From an optimization exercise on the open Yosys and OpenROAD flow, aimed at small area; shortcuts taken in it are not production practice. Where RTL was checked, it was by simulation tests only, not by an equivalence proof against the original. No activity file was given, so power comes from the tool's default toggle rates.

==> flow/design.v (excerpt) <==
module seqTop #(
	parameter logic [seqPkg::ADDR_W-1:0] START_ADDR_RESET = 16'hFFFF
) (
	input  logic              wClk_i,
	input  logic              rst_i,
	input  logic [seqPkg::ADDR_W-1:0] startAddr_i,
	input  logic              startTrig_i,
	input  logic              stopTrig_i,
	input  logic              lineTrig_i,
	input  logic              pmt_i,
	input  logic [seqPkg::DATA_W-1:0] memRdData_i,
	output logic              busy_o,
	output logic [seqPkg::ADDR_W-1:0] memAddr_o,
	output logic [seqPkg::DATA_W-1:0] memWrData_o,
	output logic              memWe_o,
	output logic [7:0]        shutter_o
);
clock: 8.0 ns
lec_check: 0
cap_margin: 20
core_margin: 2
core_utilization: 40
slew_margin: 20
standard.sh (not shown) runs the stock make flow with config.mk's settings and CLKGATE_MAP_FILE= SYNTH_SCRIPT=/design/flow/synth_recipe.tcl, a recipe that flattens the netlist after the stock synthesis.
==> flow/flow/run.sh <==
#!/bin/bash
# Own layout flow: the standard ORFS flow (standard.sh) with
#  - Yosys's ABC mapping run with flow/area.abc instead of ORFS's speed script
#    (registers are mapped before ABC runs, so they are the standard synthesis's),
#  - sky130_fd_sc_hd__buf_1 as the port buffer,
#  - CTS without dummy loads, with clkbuf_8 below a clkbuf_16 root.
# Each step's full output is in orfs/logs/; make's output is in flow.log.
set -euo pipefail
HERE=$PWD
export MY_ABC_SCRIPT=$HERE/flow/area.abc
{
	cat <<'EOT'
proc abc {args} {
	set i [lsearch $args -script]
	if {$i >= 0} { lset args [expr {$i + 1}] $::env(MY_ABC_SCRIPT) }
	yosys abc {*}$args
}
EOT
	cat synth_recipe.tcl
} > my_synth.tcl
sed "s#SYNTH_SCRIPT=[^ ]*#SYNTH_SCRIPT=$HERE/my_synth.tcl#" standard.sh > my_standard.sh
export BUFFER_PORTS_ARGS="-buffer_cell sky130_fd_sc_hd__buf_1"
export CTS_ARGS="-sink_clustering_enable -repair_clock_nets -dont_use_dummy_load -root_buf sky130_fd_sc_hd__clkbuf_16 -buf_list sky130_fd_sc_hd__clkbuf_8"
bash my_standard.sh > flow.log 2>&1
==> flow/flow/area.abc <==
strash
&get -n
&fraig -x
&put
scorr
dc2
balance
rewrite
refactor
balance
rewrite
rewrite -z
balance
refactor -z
rewrite -z
balance
strash
&get -n
&dch -f
&nf -p -R 1000
&put
buffer -c
topo
stime -c
upsize -c
dnsize -c
The baseline completed without violations.
Next try:
--- a/flow/design.v
+++ b/flow/design.v
@@ -175,16 +175,16 @@
 	assign eWe      = take & dStore;
 	assign eOwn     = eRe | eWe;
 	assign fRe      = run & (~iv | take) & ~fdv;
 	assign fGrant   = fRe & ~eOwn;
 	assign loadWord = fdv & ~dropRd & run;
 	assign busy_o      = run;
 	assign memWe_o     = eWe;
-	assign memAddr_o   = ({16{eOwn & dUseI}} & iReg) | ({16{eOwn & ~dUseI}} & ib[15:0]) | ({16{~eOwn}} & pc);
-	assign memWrData_o = ({32{dStInd}} & {16'h0, iReg}) | ({32{~dStInd}} & wReg);
+	assign memAddr_o   = eOwn ? (dUseI ? iReg : ib[15:0]) : pc;
+	assign memWrData_o = dStInd ? {16'h0, iReg} : wReg;
 	always_ff @(posedge wClk_i)
 	begin
 		if (rst_i)
 		begin
 			run    <= 1'b0;
 			iv     <= 1'b0;
 			dropRd <= 1'b0;
@@ -204,28 +204,30 @@
 				iv <= 1'b0;
 			else if (loadWord)
 				iv <= 1'b1;
 			else if (take)
 				iv <= 1'b0;
 		end
 	end
-	logic selStart, selJump, selInc, selKeep;
-	assign selStart = ~run;
-	assign selJump  = run & redirect;
-	assign selInc   = run & ~redirect & fGrant;
-	assign selKeep  = run & ~redirect & ~fGrant;
 	always_ff @(posedge wClk_i)
-		pc <= ({16{selStart}} & startAddr_i) | ({16{selJump}} & ib[15:0]) | ({16{selInc}} & (pc + 16'd1)) | ({16{selKeep}} & pc);
+	begin
+		if (!run)
+			pc <= startAddr_i;
+		else if (redirect)
+			pc <= ib[15:0];
+		else if (fGrant)
+			pc <= pc + 16'd1;
+	end
 	always_ff @(posedge wClk_i)
 	begin
 		if (loadWord)
 			ib <= memRdData_i;
 	end
 	logic [31:0] operand;
-	assign operand = ({32{edv}} & memRdData_i) | ({32{~edv}} & {9'h0, ib[22:0]});
+	assign operand = edv ? memRdData_i : {9'h0, ib[22:0]};
 	logic        useI, useB, inv, cin;
 	logic [31:0] aIn, bIn;
 	logic [32:0] sum;
 	logic        c16, zLo, zHi;
 	logic        cntRun;
 	assign cntRun = wb & kCnt;
 	assign useI = dAddI | dSubI | dIncI | dDecI | dCmpI;
@@ -239,37 +241,29 @@
 	assign zLo  = sum[15:0] == 16'h0;
 	assign zHi  = sum[31:16] == 16'h0;
 	logic [31:0] shIn, shOut, shRes;
 	logic        shBig;
 	always_comb
 	begin
 		for (int k = 0; k < 32; k++)
-			shIn[k] = (dShr & wReg[31-k]) | (~dShr & wReg[k]);
-		shOut = shIn;
-		for (int l = 0; l < 5; l++)
-			shOut = ({32{operand[l]}} & (shOut << (1 << l))) | ({32{~operand[l]}} & shOut);
+			shIn[k] = dShr ? wReg[31-k] : wReg[k];
+		shOut = shIn << operand[4:0];
 		for (int k = 0; k < 32; k++)
-			shRes[k] = (dShr & shOut[31-k]) | (~dShr & shOut[k]);
+			shRes[k] = dShr ? shOut[31-k] : shOut[k];
 	end
 	assign shBig = |operand[31:5];
 	logic        selLd, selAnd, selSum, selSh, selHold;
 	logic [31:0] wNext;
 	assign selLd   = exS & dLd;
 	assign selAnd  = exS & dAnd;
 	assign selSum  = (exS & (dAdd | dSub | dInc | dDec)) | cntRun;
 	assign selSh   = exS & (dShl | dShr) & ~shBig;
 	assign selHold = exS ? ~(dLd | dClr | dCount | dAnd | dAdd | dSub | dInc | dDec | dShl | dShr) : ~cntRun;
 	assign wNext   = ({32{selLd}} & operand) | ({32{selAnd}} & aIn & bIn) | ({32{selSum}} & sum[31:0]) |
 	                 ({32{selSh}} & shRes) | ({32{selHold}} & wReg);
-	logic        selLdI, selSumI, selHoldI;
-	logic [15:0] iNext;
-	assign selLdI   = exS & dLdInd;
-	assign selSumI  = exS & (dAddI | dSubI | dIncI | dDecI);
-	assign selHoldI = ~(selLdI | selSumI);
-	assign iNext    = ({16{selLdI}} & operand[15:0]) | ({16{selSumI}} & sum[15:0]) | ({16{selHoldI}} & iReg);
 	logic [1:0] newFlag;
 	always_comb
 	begin
 		if (dCmpI)
 			newFlag = zLo ? 2'd0 : (c16 ? 2'd1 : 2'd2);
 		else
 			newFlag = (zLo & zHi) ? 2'd0 : (sum[32] ? 2'd1 : 2'd2);
@@ -289,17 +283,20 @@
 		begin
 			exS <= take & runsAlu;
 			if (exS)
 				wtS <= isWait;
 			else if (!wb)
 				wtS <= 1'b0;
 			wReg <= wNext;
-			iReg <= iNext;
 			if (exS)
 			begin
+				if (dLdInd)
+					iReg <= operand[15:0];
+				else if (dAddI | dSubI | dIncI | dDecI)
+					iReg <= sum[15:0];
 				if (dCmp | dCmpI)
 					cmpFlag <= newFlag;
 				if (dShut)
 					shutter_o <= operand[7:0];
 			end
 		end
 	end
Effect: Via count went up by 1.7%; worst setup slack got worse by 0.21 ns; register-to-register slack got worse by 0.21 ns; non-clock buffer count went up by 17; hold slack improved by 0.0046 ns; total power went up by 0.45%; clock power went up by about 1%; die area went up by 2.9%; first-iteration DRC count went down by 14%; wire length hardly moves.
For the second run of this note, only the layout was checked, not whether the RTL still works.

## static timing again, ports no longer ideal
No port has a modelled driver above. Below, the same layouts with a new extraction and two added sets of constraints. Step 1, drivers: a clkbuf_16 drives wClk_i and a buf_2 each remaining input, both assumed. Step 2, shift: input delay + t, output delay - t, t = (earliest + latest rising clock arrival at the registers) / 2. This alone moves slack from input paths to output paths. a / b / c = ideal ports / drivers / drivers and shift; a / b = the first two.
run | t, ns | slack for setup (ns) | worst hold slack (ns)
the first run | 0.436 | 0.552 / 0.552 / 0.197 | 0.498 / 0.498 / 0.498
the second run | 0.424 | 0.346 / 0.346 / 0.207 | 0.502 / 0.502 / 0.502
After both steps setup and hold are still met in every run listed. The setup slack of the first run, which loses most, moves by 0.000 ns with the drivers and by -0.355 ns with both steps.
